This is an optimization exercise on Yosys and OpenROAD, whose aim is a short achievable clock period and few clock cycles, not a production implementation. The RTL was checked by simulation tests, not by an equivalence proof against the original design.

==> inputs of run H <==
// mipsCore
module mipsCore #(
  parameter int IMEM_DEPTH = 64,
  parameter int DMEM_DEPTH = 64
) (
  input  logic              clk,
  input  logic              rst,
  input  logic              instLoad_i,
  input  mipsPkg::word_t    instAddr_i,
  input  mipsPkg::word_t    instData_i,
  output mipsPkg::word_t    memAddr_o,
  output mipsPkg::word_t    memWriteData_o,
  output logic              memWrite_o,
  output mipsPkg::regAddr_t regAddr_o,
  output mipsPkg::word_t    regWriteData_o,
  output logic              regWrite_o
);
  typedef logic [5:0] widx_t;
  logic [31:0] imRaw   [64];
  logic        imJ     [64];
  logic        imB     [64];
  logic        imBA    [64];   
  widx_t       imTgt   [64];
  widx_t       imSucc  [64];
  logic        imNxNop [64];   
  widx_t       imSucc2 [64];   
  widx_t ldA, ldAm1, ldAm2;
  logic  ldIsJ, ldIsB, ldNop, ldFnOk;
  assign ldA   = instAddr_i[5:0];
  assign ldAm1 = ldA - 6'd1;
  assign ldAm2 = ldA - 6'd2;
  assign ldFnOk = instData_i[5:0] == 6'h20 || instData_i[5:0] == 6'h22 ||
                  instData_i[5:0] == 6'h24 || instData_i[5:0] == 6'h25 ||
                  instData_i[5:0] == 6'h2a;
  always_comb begin
  ...
Settings: LEC_CHECK=0, ABC_CLOCK_PERIOD_IN_PS=3000, CAP_MARGIN=20, CELL_PAD_IN_SITES_DETAIL_PLACEMENT=1, CELL_PAD_IN_SITES_GLOBAL_PLACEMENT=2, CORE_MARGIN=2, CORE_UTILIZATION=28, GPL_ROUTABILITY_DRIVEN=1, PLACE_DENSITY=0.5, SETUP_SLACK_MARGIN=4.0, SLEW_MARGIN=20, TNS_END_PERCENT=100; clock period 7.5 ns.
run.sh (not shown) runs the stock make flow with config.mk's settings and CLKGATE_MAP_FILE= SYNTH_SCRIPT=/design/flow/synth_recipe.tcl, a recipe that flattens the netlist after the stock synthesis.
==> inputs of run F, as changes to run H <==
--- a/flow/design.v
+++ b/flow/design.v
@@ -92,36 +92,33 @@
       imSucc[ldAm1]  <= ldIsJ ? instData_i[5:0] : ldA;
       imNxNop[ldAm1] <= ldNop;
       imSucc2[ldAm2] <= ldIsJ ? instData_i[5:0] : ldA;
     end
   end
   assign ldIsJ = instData_i[31:26] == 6'h02;
   assign ldIsB = instData_i[31:26] == 6'h04;
   widx_t       pcF;
-  widx_t       pcF1;           
   logic [1:0]  bp [64];
   logic        dValid;
   logic [31:0] dIns;
   widx_t       dPc, dTgt, dSucc;
   logic        dPredT;
   logic [1:0]  dCtr;
   logic        dBV, dBPred;
   logic [4:0]  dBRs, dBRt;
   widx_t       dBPc, dBTgt, dBSucc;
   logic [1:0]  dBCtr;
   logic        eValid, eWr, eLw, eSw, eBeq, ePredT;
   logic [4:0]  eDest;
   logic [31:0] eRA, eRB, eOpB;    
   logic        eFA, eFB;
   logic [4:0]  eS00, eS10, eS01;
-  logic        eS11Dbl, eS11Pass;
-  logic        eSLwMem, eSLwByp;    
+  logic        eS11Dbl, eS11Pass, eSLw;
   widx_t       eIdx;
-  widx_t       eIdxN;               
   widx_t       ePc, eTgt, eSucc;
   logic [1:0]  eCtr;
   logic        eBV, eBPred, eFBA, eFBB;
   logic        eBL, eBDepA, eBDepB;    
   logic [31:0] eBRA, eBRB;
   widx_t       eBPc, eBTgt, eBSucc;
   logic [1:0]  eBCtr;
   logic        uValid, u2Valid;
@@ -136,20 +133,22 @@
   logic [31:0] wSd;
   logic        wWr;
   logic [4:0]  wDest;
   logic [31:0] wRes;
   logic [31:0] wRfD;           
   logic        oMemWr;
   logic [31:0] oAddr, oSd, oRes;
   logic        mispE, mispL, flush, agi;
+  widx_t       pcF1;
   logic        fJ, fB, fNxNop, gB, gNxNop, fBA, gBA;
   widx_t       fTgt, fSucc1, fSucc2, gTgt, gSucc1, gSucc2;
   logic [1:0]  fCtr, gCtr;
   logic [31:0] fRaw, gRaw;
+  assign pcF1   = pcF + 6'd1;
   assign fJ     = imJ[pcF];
   assign fB     = imB[pcF];
   assign fBA    = imBA[pcF];
   assign fNxNop = imNxNop[pcF];
   assign fTgt   = imTgt[pcF];
   assign fSucc1 = imSucc[pcF];
   assign fSucc2 = imSucc2[pcF];
   assign fCtr   = bp[pcF];
@@ -167,34 +166,30 @@
   assign fSucc  = fNxNop ? fSucc2 : fSucc1;
   assign gSucc  = gNxNop ? gSucc2 : gSucc1;
   assign fPredT = fB & (fCtr[1] | fBA);
   assign fPair  = !fJ && !fB && gB;
   assign fNext  = (fJ | fPredT) ? fTgt : fPair ? ((gCtr[1] | gBA) ? gTgt : gSucc) : fSucc;
   always_ff @(posedge clk or posedge rst) begin
     if (rst) begin
       pcF    <= '0;
-      pcF1   <= 6'd1;
       dValid <= 1'b0;
       dBV    <= 1'b0;
     end else if (instLoad_i) begin
       pcF    <= '0;
-      pcF1   <= 6'd1;
       dValid <= 1'b0;
       dBV    <= 1'b0;
     end else if (flush) begin
       pcF    <= redir;
-      pcF1   <= redir + 6'd1;
       dValid <= 1'b0;
       dBV    <= 1'b0;
     end else if (agi) begin
       ;                                 
     end else begin
       pcF    <= fNext;
-      pcF1   <= fNext + 6'd1;
       dValid <= !fJ;
       dBV    <= fPair;
     end
   end
   always_ff @(posedge clk) begin
     if (!agi) begin
       dBRs   <= gRaw[25:21];
       dBRt   <= gRaw[20:16];
@@ -258,18 +253,16 @@
   assign wHitBA = wWr && wDest == dBRs;
   assign wHitBB = wWr && wDest == dBRt;
   assign dRA = wHitA  ? wRfD : rfA;
   assign dRB = wHitB  ? wRfD : rfB;
   assign dBA = wHitBA ? wRfD : rfBA;
   assign dBB = wHitBB ? wRfD : rfBB;
   logic [7:0] dAddrLo;
   assign dAddrLo = dRA[7:0] + dIns[7:0];
-  logic ldHit;
-  assign ldHit = eValid && eSw && eIdx == dAddrLo[7:2];
   logic fwdA, fwdOpB;
   logic [4:0] dOpOH;
   assign dOpOH = {dOp == mipsPkg::ALU_SLT, dOp == mipsPkg::ALU_OR, dOp == mipsPkg::ALU_AND,
                   dOp == mipsPkg::ALU_SUB, dOp == mipsPkg::ALU_ADD};
   assign fwdA   = eValid && eWr && eDest == rs;
   assign fwdOpB = eValid && eWr && eDest == rt && !dImm;
   logic dDepA, dDepB;
   assign dDepA = dValid && dWr && dDest == dBRs;
@@ -289,24 +282,22 @@
     eLw    <= dLw;
     eSw    <= dSw;
     eBeq   <= dBeq;
     eS00   <= (!fwdA && !fwdOpB && !dLw) ? dOpOH : 5'd0;
     eS10   <= ( fwdA && !fwdOpB && !dLw) ? dOpOH : 5'd0;
     eS01   <= (!fwdA &&  fwdOpB && !dLw) ? dOpOH : 5'd0;
     eS11Dbl  <= fwdA && fwdOpB && !dLw && dOpOH[0];
     eS11Pass <= fwdA && fwdOpB && !dLw && (dOpOH[2] || dOpOH[3]);
-    eSLwMem <= dLw && !ldHit;
-    eSLwByp <= dLw && ldHit;
+    eSLw   <= dLw;
     eDest  <= dDest;
     eRA    <= dRA;
     eRB    <= dRB;
     eOpB   <= dImm ? dImmV : dRB;
     eIdx   <= dAddrLo[7:2];
-    eIdxN  <= ~dAddrLo[7:2];
     eFA    <= eValid && eWr && eDest == rs;
     eFB    <= eValid && eWr && eDest == rt;
     ePc    <= dPc;
     eTgt   <= dTgt;
     eSucc  <= dSucc;
     ePredT <= dPredT;
     eCtr   <= dCtr;
     eBRA   <= dBA;
@@ -418,24 +409,19 @@
       if (uValid)  bp[uPc]  <= uCtr;
       if (u2Valid) bp[u2Pc] <= u2Ctr;
     end
   end
   logic [31:0] dm [64];
   logic [63:0] dv;
   logic [31:0] eRd;
   logic [31:0] dmRd;
-  logic        dvRd;
-  widx_t       eIdxB;
-  assign eIdxB = ~eIdxN;
-  assign dvRd  = dv[eIdx];
-  assign dmRd[15:0]  = dm[eIdx][15:0];
-  assign dmRd[31:16] = dm[eIdxB][31:16];
-  assign eRd = dmRd;
-  assign res = aluOut | ({32{eSLwMem && dvRd}} & dmRd) | ({32{eSLwByp}} & wSd);
+  assign dmRd = dv[eIdx] ? dm[eIdx] : 32'd0;
+  assign eRd = (wSw && wSIdx == eIdx) ? wSd : dmRd;
+  assign res = aluOut | ({32{eSLw}} & eRd);
   always_ff @(posedge clk) begin
     if (wSw) dm[wSIdx] <= wSd;
   end
   always_ff @(posedge clk or posedge rst) begin
     if (rst) dv <= '0;
     else if (wSw) dv[wSIdx] <= 1'b1;
   end
   always_ff @(posedge clk or posedge rst) begin
- CORE_UTILIZATION: 28 -> 35
- PLACE_DENSITY: 0.5 -> 0.6
==> inputs of run D, as changes to run H <==
--- a/flow/design.v
+++ b/flow/design.v
@@ -92,34 +92,33 @@
       imSucc[ldAm1]  <= ldIsJ ? instData_i[5:0] : ldA;
       imNxNop[ldAm1] <= ldNop;
       imSucc2[ldAm2] <= ldIsJ ? instData_i[5:0] : ldA;
     end
   end
   assign ldIsJ = instData_i[31:26] == 6'h02;
   assign ldIsB = instData_i[31:26] == 6'h04;
   widx_t       pcF;
-  widx_t       pcF1;           
+  widx_t       pcFN;           
   logic [1:0]  bp [64];
   logic        dValid;
   logic [31:0] dIns;
   widx_t       dPc, dTgt, dSucc;
   logic        dPredT;
   logic [1:0]  dCtr;
   logic        dBV, dBPred;
   logic [4:0]  dBRs, dBRt;
   widx_t       dBPc, dBTgt, dBSucc;
   logic [1:0]  dBCtr;
   logic        eValid, eWr, eLw, eSw, eBeq, ePredT;
   logic [4:0]  eDest;
   logic [31:0] eRA, eRB, eOpB;    
   logic        eFA, eFB;
   logic [4:0]  eS00, eS10, eS01;
-  logic        eS11Dbl, eS11Pass;
-  logic        eSLwMem, eSLwByp;    
+  logic        eS11Dbl, eS11Pass, eSLw;
   widx_t       eIdx;
   widx_t       eIdxN;               
   widx_t       ePc, eTgt, eSucc;
   logic [1:0]  eCtr;
   logic        eBV, eBPred, eFBA, eFBB;
   logic        eBL, eBDepA, eBDepB;    
   logic [31:0] eBRA, eBRB;
   widx_t       eBPc, eBTgt, eBSucc;
@@ -136,29 +135,33 @@
   logic [31:0] wSd;
   logic        wWr;
   logic [4:0]  wDest;
   logic [31:0] wRes;
   logic [31:0] wRfD;           
   logic        oMemWr;
   logic [31:0] oAddr, oSd, oRes;
   logic        mispE, mispL, flush, agi;
+  widx_t       pcF1;
   logic        fJ, fB, fNxNop, gB, gNxNop, fBA, gBA;
   widx_t       fTgt, fSucc1, fSucc2, gTgt, gSucc1, gSucc2;
   logic [1:0]  fCtr, gCtr;
   logic [31:0] fRaw, gRaw;
+  assign pcF1   = pcF + 6'd1;
   assign fJ     = imJ[pcF];
   assign fB     = imB[pcF];
   assign fBA    = imBA[pcF];
   assign fNxNop = imNxNop[pcF];
   assign fTgt   = imTgt[pcF];
   assign fSucc1 = imSucc[pcF];
   assign fSucc2 = imSucc2[pcF];
   assign fCtr   = bp[pcF];
-  assign fRaw   = imRaw[pcF];
+  widx_t pcFR;
+  assign pcFR   = ~pcFN;
+  assign fRaw   = imRaw[pcFR];
   assign gB     = imB[pcF1];
   assign gBA    = imBA[pcF1];
   assign gNxNop = imNxNop[pcF1];
   assign gTgt   = imTgt[pcF1];
   assign gSucc1 = imSucc[pcF1];
   assign gSucc2 = imSucc2[pcF1];
   assign gCtr   = bp[pcF1];
   assign gRaw   = imRaw[pcF1];
@@ -167,34 +170,34 @@
   assign fSucc  = fNxNop ? fSucc2 : fSucc1;
   assign gSucc  = gNxNop ? gSucc2 : gSucc1;
   assign fPredT = fB & (fCtr[1] | fBA);
   assign fPair  = !fJ && !fB && gB;
   assign fNext  = (fJ | fPredT) ? fTgt : fPair ? ((gCtr[1] | gBA) ? gTgt : gSucc) : fSucc;
   always_ff @(posedge clk or posedge rst) begin
     if (rst) begin
       pcF    <= '0;
-      pcF1   <= 6'd1;
+      pcFN   <= '1;
       dValid <= 1'b0;
       dBV    <= 1'b0;
     end else if (instLoad_i) begin
       pcF    <= '0;
-      pcF1   <= 6'd1;
+      pcFN   <= '1;
       dValid <= 1'b0;
       dBV    <= 1'b0;
     end else if (flush) begin
       pcF    <= redir;
-      pcF1   <= redir + 6'd1;
+      pcFN   <= ~redir;
       dValid <= 1'b0;
       dBV    <= 1'b0;
     end else if (agi) begin
       ;                                 
     end else begin
       pcF    <= fNext;
-      pcF1   <= fNext + 6'd1;
+      pcFN   <= ~fNext;
       dValid <= !fJ;
       dBV    <= fPair;
     end
   end
   always_ff @(posedge clk) begin
     if (!agi) begin
       dBRs   <= gRaw[25:21];
       dBRt   <= gRaw[20:16];
@@ -258,18 +261,16 @@
   assign wHitBA = wWr && wDest == dBRs;
   assign wHitBB = wWr && wDest == dBRt;
   assign dRA = wHitA  ? wRfD : rfA;
   assign dRB = wHitB  ? wRfD : rfB;
   assign dBA = wHitBA ? wRfD : rfBA;
   assign dBB = wHitBB ? wRfD : rfBB;
   logic [7:0] dAddrLo;
   assign dAddrLo = dRA[7:0] + dIns[7:0];
-  logic ldHit;
-  assign ldHit = eValid && eSw && eIdx == dAddrLo[7:2];
   logic fwdA, fwdOpB;
   logic [4:0] dOpOH;
   assign dOpOH = {dOp == mipsPkg::ALU_SLT, dOp == mipsPkg::ALU_OR, dOp == mipsPkg::ALU_AND,
                   dOp == mipsPkg::ALU_SUB, dOp == mipsPkg::ALU_ADD};
   assign fwdA   = eValid && eWr && eDest == rs;
   assign fwdOpB = eValid && eWr && eDest == rt && !dImm;
   logic dDepA, dDepB;
   assign dDepA = dValid && dWr && dDest == dBRs;
@@ -289,18 +290,17 @@
     eLw    <= dLw;
     eSw    <= dSw;
     eBeq   <= dBeq;
     eS00   <= (!fwdA && !fwdOpB && !dLw) ? dOpOH : 5'd0;
     eS10   <= ( fwdA && !fwdOpB && !dLw) ? dOpOH : 5'd0;
     eS01   <= (!fwdA &&  fwdOpB && !dLw) ? dOpOH : 5'd0;
     eS11Dbl  <= fwdA && fwdOpB && !dLw && dOpOH[0];
     eS11Pass <= fwdA && fwdOpB && !dLw && (dOpOH[2] || dOpOH[3]);
-    eSLwMem <= dLw && !ldHit;
-    eSLwByp <= dLw && ldHit;
+    eSLw   <= dLw;
     eDest  <= dDest;
     eRA    <= dRA;
     eRB    <= dRB;
     eOpB   <= dImm ? dImmV : dRB;
     eIdx   <= dAddrLo[7:2];
     eIdxN  <= ~dAddrLo[7:2];
     eFA    <= eValid && eWr && eDest == rs;
     eFB    <= eValid && eWr && eDest == rt;
@@ -418,24 +418,22 @@
       if (uValid)  bp[uPc]  <= uCtr;
       if (u2Valid) bp[u2Pc] <= u2Ctr;
     end
   end
   logic [31:0] dm [64];
   logic [63:0] dv;
   logic [31:0] eRd;
   logic [31:0] dmRd;
-  logic        dvRd;
   widx_t       eIdxB;
   assign eIdxB = ~eIdxN;
-  assign dvRd  = dv[eIdx];
-  assign dmRd[15:0]  = dm[eIdx][15:0];
-  assign dmRd[31:16] = dm[eIdxB][31:16];
-  assign eRd = dmRd;
-  assign res = aluOut | ({32{eSLwMem && dvRd}} & dmRd) | ({32{eSLwByp}} & wSd);
+  assign dmRd[15:0]  = dv[eIdx]  ? dm[eIdx][15:0]   : 16'd0;
+  assign dmRd[31:16] = dv[eIdxB] ? dm[eIdxB][31:16] : 16'd0;
+  assign eRd = (wSw && wSIdx == eIdx) ? wSd : dmRd;
+  assign res = aluOut | ({32{eSLw}} & eRd);
   always_ff @(posedge clk) begin
     if (wSw) dm[wSIdx] <= wSd;
   end
   always_ff @(posedge clk or posedge rst) begin
     if (rst) dv <= '0;
     else if (wSw) dv[wSIdx] <= 1'b1;
   end
   always_ff @(posedge clk or posedge rst) begin
- CORE_UTILIZATION: 28 -> 35
- PLACE_DENSITY: 0.5 -> 0.6
==> run_results.csv <==
group,metric,value,unit
sta,fmax,223.3,MHz
layout,inv_count,300,
floorplan,taps,12960,
sta,tightest_slew,1253,ps
critical_path,crit_family,"multiplexers",
run_status,status,"complete, no violations",
worst_hold_path,hp-start,"dBPc[4]",
layout,seq_area_share,52.95,%
logic_synthesis,syn_avg_cell_area,18.98,um^2
layout,clkCellAreaFrac,6.389,%
detailed_routing,drt-initial-drc-count,24990,
# the run above: run D

==> run_results.csv <==
group,metric,value,unit
worst_hold_path,min_path_type,"register to register",
layout,clkCellAreaFrac,6.664,%
layout,seq_area_share,52.73,%
worst_hold_path,hp-start,"dBSucc[4]",
logic_synthesis,syn_avg_cell_area,19.08,um^2
detailed_routing,drt-initial-drc-count,21410,
sta,tightest_slew,1349,ps
layout,antenna_cells,44,
logic_synthesis,yosysMostFrequentCell,"edfxtp_1",
logic_synthesis,synth_flop_cell,"edfxtp_1",
layout,drive_above_1_share,39.31,%
floorplan,taps,16040,
sta,fmax,218.4,MHz
critical_path,crit_family,"compound AO/OA/AOI/OAI gates",
run_status,status,"complete, no violations",
layout,regArea,0.2164,mm^2
# the run above: run H

==> run_results.csv <==
group,metric,value,unit
run_status,status,"complete, no violations",
sta,final.period_utilization,56.57,%
detailed_routing,routed_wl,1300,mm
layout,drive_above_1_share,39.21,%
sta,fmax,235.7,MHz
detailed_routing,drt-initial-drc-count,24720,
sta,whs,289.3,ps
clock_network,cts_buffer_depth,5,
layout,seq_area_share,53.35,%
floorplan,taps,12920,
sta,tightest_slew,1320,ps
layout,inv_count,288,
logic_synthesis,synth_top_family_by_area,"multiplexers",
logic_synthesis,synthArstFlopShare,3.231,%
logic_synthesis,syn_avg_cell_area,19.27,um^2
clock_network,htreeDepth,6,
critical_path,arrival,5220,ps
# the run above: run F

Testbench counts of run H, summed over its fixed seeds: cycles 10,424.
Testbench counts of run F, summed over its fixed seeds: cycles 10,424.
Testbench counts of run D, summed over its fixed seeds: cycles 10,424.

what the ideal ports hide:
How much do the figures lean on ideal ports? The routed layouts below were timed once more, with nothing changed but the port constraints.
Step 1, drivers: a clkbuf_16 drives clk and a buf_2 each remaining input, both assumed.
Step 2 moves the port delays by t, midway between the first and last clock arrival at a register: inputs arrive t later, outputs are due t later. That takes back most of the time a late clock gives input paths.
Three values: no drivers, after step 1, after step 2; two values: the first two.
| run | t (ns) | setup slack, ns | latest minus earliest clock arrival (ns) | cell pins on the clock port's net |
|---|---|---|---|---|
| run H | 1.325 | 2.921 / 2.921 / 2.716 | 0.090 / 0.089 | 1 |
| run F | 1.275 | 3.257 / 3.257 / 2.772 | 0.163 / 0.164 | 1 |
| run D | 1.269 | 3.022 / 3.022 / 2.889 | 0.157 / 0.158 | 1 |
After both steps every run listed still meets setup and hold. The setup slack of run F, which loses most, moves by 0.000 ns with the drivers and by -0.485 ns with both steps.
